Context: an optimization exercise on an open-source flow, tuned for a short achievable clock period and few clock cycles. The choices shown serve that exercise and are no tape-out recipe. Function was checked by simulation only, so behaviour that the tests miss may differ from the original. Power figures rest on the tool's default switching activity, not on a simulated workload.

==> flow/design.v <==
`timescale 1ns/1ps
`default_nettype none
package mem_cache_pkg;
    localparam int LINE_BYTES = 16;                
    localparam int APP_ADDR_W = 28;                
    localparam int LINE_W     = LINE_BYTES * 8;    
    typedef logic [LINE_W-1:0]     line_data_t;    
    typedef logic [APP_ADDR_W-1:0] line_addr_t;    
    typedef struct packed {
        logic [31:0] addr;     
        logic        lo;       
        logic        hi;       
        logic        we;       
        logic [15:0] wdata;    
    } host_req_t;
    typedef enum logic [2:0] {
        APP_CMD_WRITE = 3'd0,
        APP_CMD_READ  = 3'd1
    } app_cmd_e;
    typedef enum logic [3:0] {
        ST_START,          
        ST_IDLE,           
        ST_LOOKUP,         
        ST_EVICT_CHECK,    
        ST_WRITEBACK,      
        ST_FILL,           
        ST_RETURN          
    } cache_state_e;
    typedef struct packed {
        line_addr_t addr;
        app_cmd_e   cmd;
        logic       en;           
        line_data_t wdf_data;
        logic       wdf_wren;     
    } app_port_t;
    function automatic line_addr_t line_of(input logic [31:0] byte_addr);
        line_of = {byte_addr[28:4], 3'b000};
    endfunction
endpackage
`default_nettype wire
`timescale 1ns/1ps
`default_nettype none
module mem_cache_top (
    input  wire               ui_clk,
    input  wire               rst_n,
    input  wire               init_calib_complete,
    input  wire               cs,
    input  wire  [31:0]       host_addr,
    input  wire               host_lo,
    input  wire               host_hi,
    input  wire               host_we,
    input  wire  [15:0]       host_wdata,
    output logic [15:0]       rdata,
    output logic              busy,
    output logic              ready,
    output logic [27:0]       app_addr,
    output logic [2:0]        app_cmd,
    output logic              app_en,
    output logic [127:0]      app_wdf_data,
    output logic              app_wdf_wren,
    input  wire               app_rdy,
    input  wire               app_wdf_rdy,
    input  wire  [127:0]      app_rd_data,
    input  wire               app_rd_data_valid
);
    localparam int NB   = 16;    
    localparam int NBW  = 4;
    localparam int SQW  = 6;     
    localparam int AQ_D = 16;    
    localparam int AQ_W = 4;
    localparam int CQ_D = 8;     
    localparam int CQ_W = 3;
    localparam int PW_D = 8;     
    localparam int PW_W = 3;
    logic        calib_q;
    logic        busy_q;
    logic [1:0]  hq_cnt;
    logic [31:0] hq_addr [2];
    logic        hq_lo   [2];
    logic        hq_hi   [2];
    logic        hq_we   [2];
    logic [15:0] hq_wd   [2];
    logic        acc;
    logic        fe_pop;
    logic [1:0]  hq_cnt_nx;
    assign acc       = cs && !busy_q;
    assign hq_cnt_nx = hq_cnt + {1'b0, acc} - {1'b0, fe_pop};
    always_ff @(posedge ui_clk) begin
        if (!rst_n) begin
            calib_q <= 1'b0;
            busy_q  <= 1'b1;
            hq_cnt  <= '0;
        end else begin
            if (init_calib_complete) calib_q <= 1'b1;
            busy_q <= !(calib_q || init_calib_complete) || (hq_cnt_nx == 2'd2);
            hq_cnt <= hq_cnt_nx;
        end
    end
    always_ff @(posedge ui_clk) begin
        if (fe_pop) begin
            hq_addr[0] <= hq_addr[1];
            hq_lo[0]   <= hq_lo[1];
            hq_hi[0]   <= hq_hi[1];
            hq_we[0]   <= hq_we[1];
            hq_wd[0]   <= hq_wd[1];
        end
        if (acc) begin
            if (hq_cnt == 2'd0 || (hq_cnt == 2'd1 && fe_pop)) begin
                hq_addr[0] <= host_addr;
                hq_lo[0]   <= host_lo;
                hq_hi[0]   <= host_hi;
                hq_we[0]   <= host_we;
                hq_wd[0]   <= host_wdata;
            end else begin
                hq_addr[1] <= host_addr;
                hq_lo[1]   <= host_lo;
                hq_hi[1]   <= host_hi;
                hq_we[1]   <= host_we;
                hq_wd[1]   <= host_wdata;
            end
        end
    end
    logic [3:0]     vld;
    logic [3:0]     dty;
    logic [24:0]    tag   [4];
    logic [24:0]    tagm1 [4];    
    logic [NBW-1:0] bidx  [4];    
    logic [127:0]   ovl_d [4];    
    logic [15:0]    ovl_m [4];
    logic [1:0]     ptr;
    logic [SQW-1:0] rcnt;         
    logic [SQW-1:0] acnt;         
    logic [31:0] ha;
    logic [24:0] ln_lo;
    logic [24:0] ln_hi;
    logic        xln;
    logic [3:0]  off_lo, off_hi;
    logic [3:0]  lo_m;
    logic [3:0]  hi_m;
    logic        lo_hit, hi_hit, lo_miss, hi_miss, miss;
    logic        m_is_lo, m_is_hi;
    logic [24:0] m_line;
    logic [24:0] m_line_m1;
    logic        need_wb;
    logic        lo_ok, hi_ok, fin;
    logic [1:0]  lo_enc, hi_enc;
    logic        lo_new, hi_new;
    logic [1:0]  lo_slot, hi_slot;
    logic        lo_kn, hi_kn;
    logic [7:0]  lo_ob, hi_ob;
    logic [NBW-1:0] lo_buf, hi_buf;
    logic        fe_go;
    logic        aq_room, cq_room, pw_room, alloc_ok;
    assign ha     = hq_addr[0];
    assign ln_lo  = ha[28:4];
    assign xln    = &ha[3:0];
    assign ln_hi  = ln_lo + {24'd0, xln};
    assign off_lo = ha[3:0];
    assign off_hi = ha[3:0] + 4'd1;
    always_comb begin
        lo_enc = 2'd0;
        hi_enc = 2'd0;
        for (int i = 0; i < 4; i++) begin
            lo_m[i] = vld[i] && (tag[i] == ln_lo);
            hi_m[i] = vld[i] && (xln ? (tagm1[i] == ln_lo) : (tag[i] == ln_lo));
            if (lo_m[i]) lo_enc = i[1:0];
            if (hi_m[i]) hi_enc = i[1:0];
        end
    end
    assign lo_hit  = |lo_m;
    assign hi_hit  = |hi_m;
    assign lo_miss = hq_lo[0] && !lo_hit;
    assign hi_miss = hq_hi[0] && !hi_hit;
    assign miss    = lo_miss || hi_miss;
    assign m_is_lo = lo_miss || !xln;
    assign m_is_hi = !lo_miss || !xln;
    assign m_line    = lo_miss ? ln_lo : ln_hi;
    assign m_line_m1 = (!lo_miss && xln) ? ln_lo : (ln_lo - 25'd1);
    assign need_wb = miss && vld[ptr] && dty[ptr];
    assign lo_ok = !hq_lo[0] || (lo_hit && !(miss && lo_m[ptr])) || (miss && m_is_lo);
    assign hi_ok = !hq_hi[0] || (hi_hit && !(miss && hi_m[ptr])) || (miss && m_is_hi);
    assign fin   = lo_ok && hi_ok;
    assign lo_new  = miss && lo_miss;
    assign hi_new  = miss && m_is_hi && hi_miss;
    assign lo_slot = lo_new ? ptr : lo_enc;
    assign hi_slot = hi_new ? ptr : hi_enc;
    assign lo_kn  = !lo_new && ovl_m[lo_enc][off_lo];
    assign hi_kn  = !hi_new && ovl_m[hi_enc][off_hi];
    assign lo_ob  = ovl_d[lo_enc][{off_lo, 3'b000} +: 8];
    assign hi_ob  = ovl_d[hi_enc][{off_hi, 3'b000} +: 8];
    assign lo_buf = lo_new ? rcnt[NBW-1:0] : bidx[lo_enc];
    assign hi_buf = hi_new ? rcnt[NBW-1:0] : bidx[hi_enc];
    assign fe_go  = (hq_cnt != 2'd0) && aq_room && cq_room && pw_room && (!miss || alloc_ok);
    assign fe_pop = fe_go && fin;
    always_ff @(posedge ui_clk) begin
        if (!rst_n) begin
            vld  <= '0;
            dty  <= '0;
            ptr  <= '0;
            rcnt <= '0;
        end else if (fe_go) begin
            if (miss) begin
                vld[ptr] <= 1'b1;
                dty[ptr] <= 1'b0;
                ptr      <= ptr + 2'd1;
                rcnt     <= rcnt + 1'b1;
            end
            if (fin && hq_we[0]) begin
                if (hq_lo[0]) dty[lo_slot] <= 1'b1;
                if (hq_hi[0]) dty[hi_slot] <= 1'b1;
            end
        end
    end
    always_ff @(posedge ui_clk) begin
        if (fe_go) begin
            if (miss) begin
                tag[ptr]   <= m_line;
                tagm1[ptr] <= m_line_m1;
                bidx[ptr]  <= rcnt[NBW-1:0];
                ovl_m[ptr] <= '0;
            end
            if (fin && hq_we[0]) begin
                if (hq_lo[0]) begin
                    ovl_d[lo_slot][{off_lo, 3'b000} +: 8] <= hq_wd[0][7:0];
                    ovl_m[lo_slot][off_lo] <= 1'b1;
                end
                if (hq_hi[0]) begin
                    ovl_d[hi_slot][{off_hi, 3'b000} +: 8] <= hq_wd[0][15:8];
                    ovl_m[hi_slot][off_hi] <= 1'b1;
                end
            end
        end
    end
    logic [PW_D-1:0] pw_v;
    logic [24:0]     pw_a [PW_D];
    logic [PW_W-1:0] pw_wp;
    logic [PW_W:0]   pw_cnt;
    logic [4:0]      wb_cnt;        
    logic [4:0]      beat_cnt;      
    logic            raw_hit;       
    logic            beat_take;
    assign pw_room   = (pw_cnt != PW_D[PW_W:0]);
    always_comb begin
        raw_hit = 1'b0;
        for (int j = 0; j < PW_D; j++) begin
            if (pw_v[j] && pw_a[j] == m_line) raw_hit = 1'b1;
        end
    end
    always_ff @(posedge ui_clk) begin
        if (!rst_n) begin
            pw_v     <= '0;
            pw_wp    <= '0;
            pw_cnt   <= '0;
            wb_cnt   <= '0;
            beat_cnt <= '0;
        end else begin
            if (fe_go && need_wb) begin
                pw_v[pw_wp] <= 1'b1;
                pw_wp       <= pw_wp + 1'b1;
                wb_cnt      <= wb_cnt + 5'd1;
            end
            if (beat_take) begin
                pw_v[beat_cnt[PW_W-1:0]] <= 1'b0;
                beat_cnt <= beat_cnt + 5'd1;
            end
            pw_cnt <= pw_cnt + {{PW_W{1'b0}}, (fe_go && need_wb)} - {{PW_W{1'b0}}, beat_take};
        end
    end
    always_ff @(posedge ui_clk) begin
        if (fe_go && need_wb) pw_a[pw_wp] <= tag[ptr];
    end
    logic [CQ_D-1:0] cq_rd;
    logic [CQ_D-1:0] cq_wt;
    logic [4:0]      cq_tg [CQ_D];
    logic [24:0]     cq_ln [CQ_D];
    logic [CQ_W-1:0] cq_rp, cq_wp;
    logic [CQ_W:0]   cq_cnt;
    logic            cq_pop;
    logic [1:0]      cq_push_n;
    logic            cq_ok;
    logic [4:0]      wait_left;
    assign cq_room   = (cq_cnt <= CQ_D[CQ_W:0] - 2);
    assign cq_push_n = (fe_go && miss) ? (need_wb ? 2'd2 : 2'd1) : 2'd0;
    assign wait_left = cq_tg[cq_rp] - beat_cnt;    
    always_comb begin
        cq_ok = (cq_cnt != '0);
        if (cq_rd[cq_rp] && cq_wt[cq_rp] && !wait_left[4] && wait_left != 5'd0) begin
            if (!(wait_left == 5'd1 && beat_take)) cq_ok = 1'b0;
        end
    end
    assign cq_pop = cq_ok && (!app_en || app_rdy);
    always_ff @(posedge ui_clk) begin
        if (!rst_n) begin
            cq_rp  <= '0;
            cq_wp  <= '0;
            cq_cnt <= '0;
        end else begin
            cq_rp  <= cq_rp + {{(CQ_W-1){1'b0}}, cq_pop};
            cq_wp  <= cq_wp + {{(CQ_W-2){1'b0}}, cq_push_n};
            cq_cnt <= cq_cnt + {{(CQ_W-1){1'b0}}, cq_push_n} - {{CQ_W{1'b0}}, cq_pop};
        end
    end
    always_ff @(posedge ui_clk) begin
        if (fe_go && miss) begin
            if (need_wb) begin
                cq_rd[cq_wp]          <= 1'b0;
                cq_wt[cq_wp]          <= 1'b0;
                cq_ln[cq_wp]          <= tag[ptr];
                cq_rd[cq_wp + 1'b1]   <= 1'b1;
                cq_wt[cq_wp + 1'b1]   <= raw_hit;
                cq_tg[cq_wp + 1'b1]   <= wb_cnt;
                cq_ln[cq_wp + 1'b1]   <= m_line;
            end else begin
                cq_rd[cq_wp]          <= 1'b1;
                cq_wt[cq_wp]          <= raw_hit;
                cq_tg[cq_wp]          <= wb_cnt;
                cq_ln[cq_wp]          <= m_line;
            end
        end
    end
    logic        en_q;
    logic        rd_q;
    logic [24:0] ln_q;
    always_ff @(posedge ui_clk) begin
        if (!rst_n) begin
            en_q <= 1'b0;
        end else if (!en_q || app_rdy) begin
            en_q <= cq_ok;
        end
    end
    always_ff @(posedge ui_clk) begin
        if (cq_pop) begin
            rd_q <= cq_rd[cq_rp];
            ln_q <= cq_ln[cq_rp];
        end
    end
    assign app_en   = en_q;
    assign app_cmd  = {2'b00, rd_q};
    assign app_addr = {ln_q, 3'b000};
    logic [127:0]   raw [NB];
    logic [NB-1:0]  arrived;
    always_ff @(posedge ui_clk) begin
        if (!rst_n) begin
            acnt    <= '0;
            arrived <= '0;
        end else begin
            if (fe_go && miss) arrived[rcnt[NBW-1:0]] <= 1'b0;
            if (app_rd_data_valid) begin
                arrived[acnt[NBW-1:0]] <= 1'b1;
                acnt <= acnt + 1'b1;
            end
        end
    end
    always_ff @(posedge ui_clk) begin
        if (app_rd_data_valid) raw[acnt[NBW-1:0]] <= app_rd_data;
    end
    logic [NBW-1:0]  wq_buf [PW_D];
    logic [127:0]    wq_od  [PW_D];
    logic [15:0]     wq_om  [PW_D];
    logic [SQW-1:0]  wq_tg  [PW_D];
    logic [PW_W-1:0] wq_rp;
    logic [PW_W:0]   wq_cnt;
    logic            wq_pop;
    logic            wdf_q;
    logic [127:0]    wdf_d_q;
    logic [127:0]    wb_src;
    logic            wb_byp;
    assign wb_byp = app_rd_data_valid && (acnt[NBW-1:0] == wq_buf[wq_rp]);
    assign wq_pop = (wq_cnt != '0) && (arrived[wq_buf[wq_rp]] || wb_byp)
                 && (!wdf_q || app_wdf_rdy);
    assign beat_take = wdf_q && app_wdf_rdy;
    assign wb_src = arrived[wq_buf[wq_rp]] ? raw[wq_buf[wq_rp]] : app_rd_data;
    always_ff @(posedge ui_clk) begin
        if (!rst_n) begin
            wq_rp  <= '0;
            wq_cnt <= '0;
            wdf_q  <= 1'b0;
        end else begin
            wq_rp  <= wq_rp + {{(PW_W-1){1'b0}}, wq_pop};
            wq_cnt <= wq_cnt + {{PW_W{1'b0}}, (fe_go && need_wb)} - {{PW_W{1'b0}}, wq_pop};
            if (wq_pop)           wdf_q <= 1'b1;
            else if (app_wdf_rdy) wdf_q <= 1'b0;
        end
    end
    always_ff @(posedge ui_clk) begin
        if (fe_go && need_wb) begin
            wq_buf[pw_wp] <= bidx[ptr];
            wq_od[pw_wp]  <= ovl_d[ptr];
            wq_om[pw_wp]  <= ovl_m[ptr];
            wq_tg[pw_wp]  <= rcnt + 1'b1;
        end
        if (wq_pop) begin
            for (int b = 0; b < 16; b++) begin
                wdf_d_q[b*8 +: 8] <= wq_om[wq_rp][b] ? wq_od[wq_rp][b*8 +: 8] : wb_src[b*8 +: 8];
            end
        end
    end
    assign app_wdf_data = wdf_d_q;
    assign app_wdf_wren = wdf_q;
    logic [AQ_D-1:0] aq_lo, aq_hi, aq_lk, aq_hk;
    logic [7:0]      aq_lb  [AQ_D];
    logic [7:0]      aq_hb  [AQ_D];
    logic [NBW-1:0]  aq_lbf [AQ_D];
    logic [NBW-1:0]  aq_hbf [AQ_D];
    logic [3:0]      aq_lof [AQ_D];
    logic [SQW-1:0]  aq_tg  [AQ_D];
    logic [AQ_W-1:0] aq_rp, aq_wp;
    logic [AQ_W:0]   aq_cnt;
    logic            aq_pop;
    logic            aq_push;
    logic            lo_rdy, hi_rdy;
    logic [3:0]      h_lof, h_hof;
    logic [127:0]    h_lraw, h_hraw;
    logic [7:0]      h_lb, h_hb;
    logic            ready_q;
    logic [15:0]     rdata_q;
    assign aq_push = fe_go && fin;
    assign aq_room = (aq_cnt != AQ_D[AQ_W:0]);
    always_ff @(posedge ui_clk) begin
        if (aq_push) begin
            aq_lo[aq_wp]  <= hq_lo[0];
            aq_hi[aq_wp]  <= hq_hi[0];
            aq_lk[aq_wp]  <= lo_kn;
            aq_hk[aq_wp]  <= hi_kn;
            aq_lb[aq_wp]  <= lo_ob;
            aq_hb[aq_wp]  <= hi_ob;
            aq_lbf[aq_wp] <= lo_buf;
            aq_hbf[aq_wp] <= hi_buf;
            aq_lof[aq_wp] <= off_lo;
            aq_tg[aq_wp]  <= rcnt + {{(SQW-1){1'b0}}, miss};
        end
    end
    assign lo_rdy = !aq_lo[aq_rp] || aq_lk[aq_rp] || arrived[aq_lbf[aq_rp]];
    assign hi_rdy = !aq_hi[aq_rp] || aq_hk[aq_rp] || arrived[aq_hbf[aq_rp]];
    assign aq_pop = (aq_cnt != '0) && lo_rdy && hi_rdy;
    assign h_lof  = aq_lof[aq_rp];
    assign h_hof  = h_lof + 4'd1;
    assign h_lraw = raw[aq_lbf[aq_rp]];
    assign h_hraw = raw[aq_hbf[aq_rp]];
    assign h_lb   = aq_lk[aq_rp] ? aq_lb[aq_rp] : h_lraw[{h_lof, 3'b000} +: 8];
    assign h_hb   = aq_hk[aq_rp] ? aq_hb[aq_rp] : h_hraw[{h_hof, 3'b000} +: 8];
    always_ff @(posedge ui_clk) begin
        if (!rst_n) begin
            aq_rp   <= '0;
            aq_wp   <= '0;
            aq_cnt  <= '0;
            ready_q <= 1'b0;
        end else begin
            aq_wp   <= aq_wp + {{(AQ_W-1){1'b0}}, aq_push};
            aq_rp   <= aq_rp + {{(AQ_W-1){1'b0}}, aq_pop};
            aq_cnt  <= aq_cnt + {{AQ_W{1'b0}}, aq_push} - {{AQ_W{1'b0}}, aq_pop};
            ready_q <= aq_pop;
        end
    end
    always_ff @(posedge ui_clk) begin
        if (aq_pop) begin
            rdata_q <= {aq_hi[aq_rp] ? h_hb : 8'h00, aq_lo[aq_rp] ? h_lb : 8'h00};
        end
    end
    assign rdata = rdata_q;
    assign ready = ready_q;
    assign busy  = busy_q;
    localparam logic [SQW-1:0] LAG_MAX = NB - 6;
    localparam logic [SQW-1:0] NB_S    = NB;
    logic [SQW-1:0] d_arr, d_aq, d_wq;
    assign d_arr = rcnt - acnt;
    assign d_aq  = rcnt - aq_tg[aq_rp];
    assign d_wq  = rcnt - wq_tg[wq_rp];
    assign alloc_ok = (d_arr < NB_S)
                   && (aq_cnt == '0 || d_aq <= LAG_MAX)
                   && (wq_cnt == '0 || d_wq <= LAG_MAX);
endmodule
`default_nettype wire
==> flow/run.sh <==
#!/bin/bash
# synth_recipe.tcl (not shown) runs the flow's synth.tcl, then flattens the netlist and writes it again
# the make line also repeats each setting of config.mk as NAME=value (left out here)
make -C /OpenROAD-flow-scripts/flow DESIGN_CONFIG=/design/flow/config.mk WORK_HOME=/design/flow/orfs CLKGATE_MAP_FILE= SYNTH_SCRIPT=/design/flow/synth_recipe.tcl finish
==> flow/config.mk <==
export PLATFORM = sky130hd
export DESIGN_NAME = mem_cache_top
export DESIGN_NICKNAME = mem_cache_top
export VERILOG_FILES = /design/flow/design.v
export SDC_FILE = /design/flow/constraint.sdc
export NUM_CORES = 4
export LEC_CHECK = 0
export CAP_MARGIN = 20
export CORE_MARGIN = 2
export CORE_UTILIZATION = 40
export SLEW_MARGIN = 20
==> flow/constraint.sdc <==
create_clock -name core_clock -period 6.0 [get_ports {ui_clk}]
set_input_delay 1.2000 -clock core_clock [delete_from_list [all_inputs] [get_ports {ui_clk}]]
set_output_delay 1.2000 -clock core_clock [all_outputs]
set_load 0.01 [all_outputs]
==> impl_metrics.ini, run 1 <==
[placement]
dpl.hpwl_um = 691000
dp.cells = 28900
placed_area_um2 = 301000
io_buffers = 356
gp_congestion = 1.02

[detailed_routing]
via_per_inst = 6.50
via_count = 195000
firstDrtPassIters = 10
postRouteAntennaNets = 0
routed_wl_um = 1060000
drt_iter0_drc = 29300
drcViolationCount = 0
wire_per_inst_um = 35.2

[timing]
finalHoldViolations = 0
slew_headroom_pct = 12.8
layout_min_cycle_time_ps = 6010
timing.setup.tns_ps = -35.5
rsz0062_at_grt = yes
setup_viol = 4
worstMarginPinSlew_ps = 1300
skew_ps = 67.9
slew_violations = 0
timing.fmax_mhz = 166
worst_slack_ps = -9.68
holdWs_ps = 469
finalCritPeriodShare_pct = 100

[synthesis]
netlist_instances = 19600
yosys_warnings = 6
ys_seq_area_share_pct = 59.0
yosysUniqueCellTypes = 100
ys_seq_elements = 5504
syn-cell-area_um2 = 278000
async_reset_ff_share_pct = 0
synth_edf_count = 5354
synth_flop_cell = edfxtp_1
synth_area_per_cell_um2 = 14.2

[power_and_ir_drop]
combPwrFrac_pct = 43.0
internal_power_w = 0.0892
irDropWorstVdd_mv = 0.405
seq_power_share_pct = 31.6
power_switching_w = 0.0584
p_leak_nw = 102
pwr-share-clk_pct = 25.3
power_switching_share_pct = 39.6
power_density_nw_per_um2 = 460

[setup_path]
crit_buf_inv = 6
critPathSlowestCell = dfxtp_1
crit_fanout = 20
cp.depth = 17
ff2ff_setup_slack_ps = -10
critPathLaunchType = flop
path_class = reg -> reg
ff2ff_path_depth = 17
cp_data_required_time_ps = 6790
crit_arrival_ps = 6800
path_cells = buf_4 -> xnor2_1 -> nand4_1 -> nor3_1 -> nand4_1 -> a21oi_4 -> buf_4 -> nor4_2 -> a21oi_1 -> buf_4 -> o211a_4 -> inv_2 -> buf_4 -> nor3_1 -> nand2_1 -> o21ai_0 -> buf_4
critPathTopFamily = simple AND/OR/NAND/NOR gates
cp_common_cell = buf_4
end_kind = flop
cpPeakStageDelay_ps = 1000

[layout]
fin_nets = 20500
area_growth_pct = 15.5
fin_area_um2 = 321000
layout-drive-gt1-share_pct = 21.1
layout_common_cells = 5354 x edfxtp_1, 2325 x nand2_1, 1823 x mux4_2, 1093 x mux2i_1, 1062 x buf_4
final_common_cell = edfxtp_1
finalNonFillerCells = 30000
nFillCells = 60000

[clock_tree]
cts_buffers = 614
postCtsSetupBuffers = 0
clk_pin_slew_ps = 60
cts.sinks = 5504
clock_latency_ps = 1160
ctsRootBufferMaster = clkbuf_16
h-tree-depth = 6
cts.path.max_buffers = 4
cts_tree = yes

[flow_run]
maxCapViolations = 0

[global_routing]
grt_pass1_vias = 187000
grt_max_degree = 165
grt_first_pass_wirelength_um = 1460000
gr-usage-all-layers_pct = 29.1
overflow = 0
antenna_found_initial = 113

[floorplan]
die_w_um = 837
core_area_um2 = 693000
ios = 365
core.rowCount = 306
die_h_um = 837
dieArea_um2 = 701000
start_util_pct = 40.1

[status]
violatedChecks = setup timing
outcome = finished with violations

[worst_hold_path]
hold_path.class = reg -> reg
hold_path_depth = 2
metrics by stage:
step / setup WS [ps] / utilization (%) / total power (W)
5_1_grt: -8.27 / 46.2 / 0.151
3_3_place_gp: 176 / 43.4 / 0.109
4_1_cts: 214 / 46.2 / 0.147
2_1_floorplan: -4960 / - / 0.0809
6_report: -9.68 / 46.3 / 0.148
3_5_place_dp: 251 / 43.4 / 0.109
kinds of logic after synthesis:
kind of cell               Yosys count  synth area share, %
DFF                               5504                 59.0
and+or+nand+nor                   4740                 7.87
AOI/OAI and AO/OA                 3827                 9.12
muxes                             3064                 19.3
buffers and inverters             1824                 2.62
xor gates and xnor gates           501                 1.59
adders and majority gates          111                0.522
other                                1              0.00135
timing repair:
| action | 4_1_cts | 5_1_grt |
|---|---|---|
| resized for setup | 0 | 5 |
| setup endpoints to repair | 0 | 72 |
| hold buffers | 0 | 0 |
registers in the layout, summed over array words and instances (netlist names), 96 cells and up, named ones only:
register  flops
ovl_d       512
raw        2048
tag         100
wq_om       128
pw_a        200
aq_tg        96
aq_hb       128
aq_lb       128
cq_ln       200
tagm1       100
wdf_d_q     128
wq_od      1024
layout make-up:
class	instances	area (um2)	share of cell area, %
Antenna cell	65	163	0.0507
Inverter	177	667	0.208
Clock buffer	795	16400	5.12
Clock inverter	311	3150	0.983
Multi-Input combinational cell	12200	108000	33.6
Sequential cell	5504	164000	51.1
Timing Repair Buffer	1692	17000	5.31
Tap cell	9240	11600	3.60
power groups by stage:
stage | clock, W | combinational [W] | sequential [W]
floorplan | 0 | 0.0341 | 0.0468
global placement | 0 | 0.0618 | 0.0475
detailed placement | 0 | 0.0620 | 0.0475
CTS | 0.0378 | 0.0622 | 0.0467
global route | 0.0393 | 0.0654 | 0.0468
finish | 0.0374 | 0.0635 | 0.0467
worst min-delay path, cell delays in order (launching register included):
cell     delay, ps
dfxtp_1        320
nand2_1         60
a21oi_1         50
final timing paths:
kind,from,endpoint
min reg2reg,dty[0],dty[0]
max reg2reg,hq_addr[0][21],ovl_d[3][32]
min,dty[0],dty[0]
max,hq_addr[0][21],ovl_d[3][32]
metal layers:
metal  share of wire (%)  global-route usage, %
met1                  37                   38.4
met5               0.027                      0
met2                  45                   44.7
met4                 5.9                   14.7
met3                  12                   7.41
cell usage after synthesis (103+ instances only):
| cell | count | area share, % |
|---|---|---|
| a211oi_1 | 970 | 2.6 |
| a21oi_1 | 684 | 1.2 |
| a22oi_1 | 153 | 0.41 |
| a311oi_1 | 276 | 0.87 |
| a31oi_1 | 342 | 0.77 |
| and2_1 | 575 | 1.3 |
| buf_1 | 268 | 0.36 |
| buf_2 | 224 | 0.40 |
| clkbuf_1 | 1121 | 1.5 |
| dfxtp_1 | 150 | 1.1 |
| edfxtp_1 | 5354 | 58 |
| ha_1 | 103 | 0.46 |
| inv_1 | 165 | 0.22 |
| mux2_2 | 124 | 0.50 |
| mux2i_1 | 1113 | 4.0 |
| mux4_2 | 1827 | 15 |
| nand2_1 | 2328 | 3.1 |
| nand3_1 | 446 | 0.80 |
| nand4_1 | 106 | 0.24 |
| nor2_1 | 528 | 0.71 |
| nor2b_1 | 179 | 0.40 |
| nor3_1 | 245 | 0.44 |
| o21ai_0 | 772 | 1.4 |
| o22ai_1 | 138 | 0.31 |
| xnor2_1 | 251 | 0.79 |
| xor2_1 | 248 | 0.78 |
Testbench counts, summed over its fixed seeds: cycles 4,765.
==> run 2, diff against run 1 <==
--- a/flow/config.mk
+++ b/flow/config.mk
@@ -9,3 +9,5 @@
 export CORE_MARGIN = 2
 export CORE_UTILIZATION = 40
+export SETUP_SLACK_MARGIN = 2.5
 export SLEW_MARGIN = 20
+export TNS_END_PERCENT = 5
==> impl_metrics.ini, run 2 <==
[timing]
slew_headroom_pct = 12.0
skew_ps = 122
setup_viol = 0
finalCritPeriodShare_pct = 85.4
slew_violations = 0
layout_min_cycle_time_ps = 5120
finalHoldViolations = 0
timing.fmax_mhz = 195
rsz0062_at_grt = yes
worstMarginPinSlew_ps = 1320

[setup_path]
end_kind = flop
cp_common_cell = buf_12
crit_fanout = 45
critPathTopFamily = compound AO/OA/AOI/OAI gates
critPathLaunchType = flop
path_cells = buf_12 -> buf_12 -> buf_16 -> buf_8 -> mux4_2 -> mux2_2 -> o21ai_4 -> buf_4 -> buf_12 -> a211oi_1 -> a31oi_1 -> a32oi_1 -> a21oi_1 -> nor2_1 -> buf_4 -> o21ai_0
crit_arrival_ps = 6100
crit_buf_inv = 7
cp_data_required_time_ps = 6980
path_class = reg -> reg
critPathSlowestCell = a31oi_1
cpPeakStageDelay_ps = 770

[layout]
layout-drive-gt1-share_pct = 24.3
multi_input_area_um2 = 110000
seq_area_um2 = 164000
final_common_cell = edfxtp_1
largest_reg_flops = 2048
fin_nets = 20900
fin_area_um2 = 330000
nFillCells = 59200
layout_common_cells = 5354 x edfxtp_1, 2307 x nand2_1, 1823 x mux4_2, 1153 x buf_4, 1082 x mux2i_1
fin_util_pct = 47.5
area_growth_pct = 18.7

[global_routing]
overflow = 0
grt_max_degree = 169
grt_pass1_vias = 189000
antenna_found_initial = 138
grt_first_pass_wirelength_um = 1490000
gr-usage-all-layers_pct = 29.7

[detailed_routing]
postRouteAntennaNets = 0
via_count = 200000
routed_wl_um = 1100000
via_per_inst = 6.57
drcViolationCount = 0
firstDrtPassIters = 9
wire_per_inst_um = 36.2
drt_iter0_drc = 29800

[synthesis]
synth_area_per_cell_um2 = 14.2
netlist_instances = 19600
yosysTopAreaCellShare_pct = 57.9
yosys_warnings = 6
ys_seq_elements = 5504
synth_commonest_cells = 5354 x edfxtp_1, 2328 x nand2_1, 1827 x mux4_2, 1121 x clkbuf_1, 1113 x mux2i_1
yosysMostFrequentCell = edfxtp_1
synth_flop_cell = edfxtp_1
synth_edf_count = 5354
synth_area_leader_cell = edfxtp_1
syn-cell-area_um2 = 278000
ys_seq_area_share_pct = 59.0
yosysUniqueCellTypes = 100
synth_area_leaders = edfxtp_1 58%, mux4_2 15%, mux2i_1 4.0%, nand2_1 3.1%, a211oi_1 2.6%
async_reset_ff_share_pct = 0

[floorplan]
start_util_pct = 40.1
die_w_um = 837
die_h_um = 837
ios = 365
core_area_um2 = 693000
core.rowCount = 306
dieArea_um2 = 701000

[power_and_ir_drop]
irDropWorstVdd_mv = 0.457
power_density_nw_per_um2 = 462
p_leak_nw = 106
total_power_w = 0.152

[placement]
io_buffers = 356
gp_congestion = 1.02
dpl.hpwl_um = 699000
placed_area_um2 = 301000

[clock_tree]
h-tree-depth = 6
cts_tree = yes
cts.sinks = 5504
clk_pin_slew_ps = 60
cts.path.max_buffers = 4
cts_buffers = 612
clock_latency_ps = 1150
ctsRootBufferMaster = clkbuf_16

[flow_run]
maxCapViolations = 0

[status]
outcome = complete, no violations

[worst_hold_path]
hold_path.class = reg -> reg
run 2: cell counts after synthesis:
No cell type changed its count.
run 2: kinds of logic after synthesis:
family | share of synthesized area [%]
flops | 59.0
simple gates | 7.87
other cells | 0.00135
compound gates | 9.12
xor+xnor | 1.59
fa+ha+maj | 0.522
buf+inv | 2.62
mux | 19.3
run 2: metal layers:
metal	global-route usage, %	up-vias	wire length [um]
met1	39.1	103000	403000
li1	-	80500	-
met2	45.9	14200	494000
met4	15.6	66	71400
met3	7.30	2866	134000
met5	0	-	421
run 2: per-stage QoR:
| step | TNS, ps | hold slack [ps] | setup slack (ps) | std cells |
|---|---|---|---|---|
| finish | 0 | 471 | 878 | 30400 |
| detailed placement | 0 | 461 | 36.8 | 28900 |
| global route | 0 | 492 | 855 | 30400 |
| global placement | 0 | 460 | 67.0 | 28900 |
| floorplan | -8939890 | 432 | -4960 | 19600 |
| CTS | 0 | 470 | 1020 | 30200 |
run 2: worst register-to-register path: stages (launching register included):
cell and delay [ps]:
dfxtp_4 380, buf_12 150, buf_12 130, buf_16 140, buf_8 270, mux4_2 570
mux2_2 320, o21ai_4 310, buf_4 270, buf_12 320, a211oi_1 290, a31oi_1 770
a32oi_1 300, a21oi_1 410, nor2_1 80, buf_4 170, o21ai_0 70
run 2: repair_timing:
| action | CTS | global route |
|---|---|---|
| resized for setup | 703 | 236 |
| hold buffers | 0 | 0 |
| pin swaps | 126 | 27 |
| gates cloned | 51 | 48 |
| hold endpoints to repair | 0 | 0 |
| buffers inserted | 197 | 97 |
| endpoints found under the setup margin | 5122 | 5078 |
run 2: report_power, final:
group | switching [W] | leakage, nW | internal [W]
Combinational | 0.0431 | 46.9 | 0.0248
Sequential | 0.00146 | 49.6 | 0.0452
Clock | 0.0164 | 9.60 | 0.0213
Total | 0.0609 | 106 | 0.0914
run 2: path summary, 6_finish.rpt:
| check | start | end | slack (ps) | depth (start not counted) |
|---|---|---|---|---|
| max | aq_rp[0] | rdata_q[1] | 880 | 16 |
| min | dty[0] | dty[0] | 470 | 2 |
| max reg2reg | aq_rp[0] | rdata_q[1] | 880 | 16 |
| min reg2reg | dty[0] | dty[0] | 470 | 2 |
run 2: final cells by class:
| type | count | share of cell area, % |
|---|---|---|
| Sequential cell | 5504 | 49.7 |
| Multi-Input combinational cell | 12300 | 33.3 |
| Timing Repair Buffer | 2097 | 7.19 |
| Clock buffer | 779 | 4.91 |
| Tap cell | 9240 | 3.51 |
| Clock inverter | 323 | 1.10 |
| Inverter | 177 | 0.211 |
| Antenna cell | 70 | 0.0531 |

re-timing with driven ports:
The flow's constraints put no driver on any port. The routed layouts listed below were extracted and timed again, unchanged, in two steps.
Step 1, drivers: a clkbuf_16 drives ui_clk and a buf_2 each remaining input, both assumed.
Step 2 moves the port delays by t, midway between the first and last clock arrival at a register: inputs arrive t later, outputs are due t later. That takes back most of the time a late clock gives input paths.
Three values: no drivers, after step 1, after step 2; two values: the first two.
| run | t (ns) | setup WS [ns] | worst setup path at the end | worst data-port slew with drivers (ns) |
|---|---|---|---|---|
| run 1 | 1.248 | -0.010 / -0.010 / -0.010 | register to register | 0.33 |
| run 2 | 1.228 | 0.878 / 0.878 / 0.878 | register to register | 0.31 |
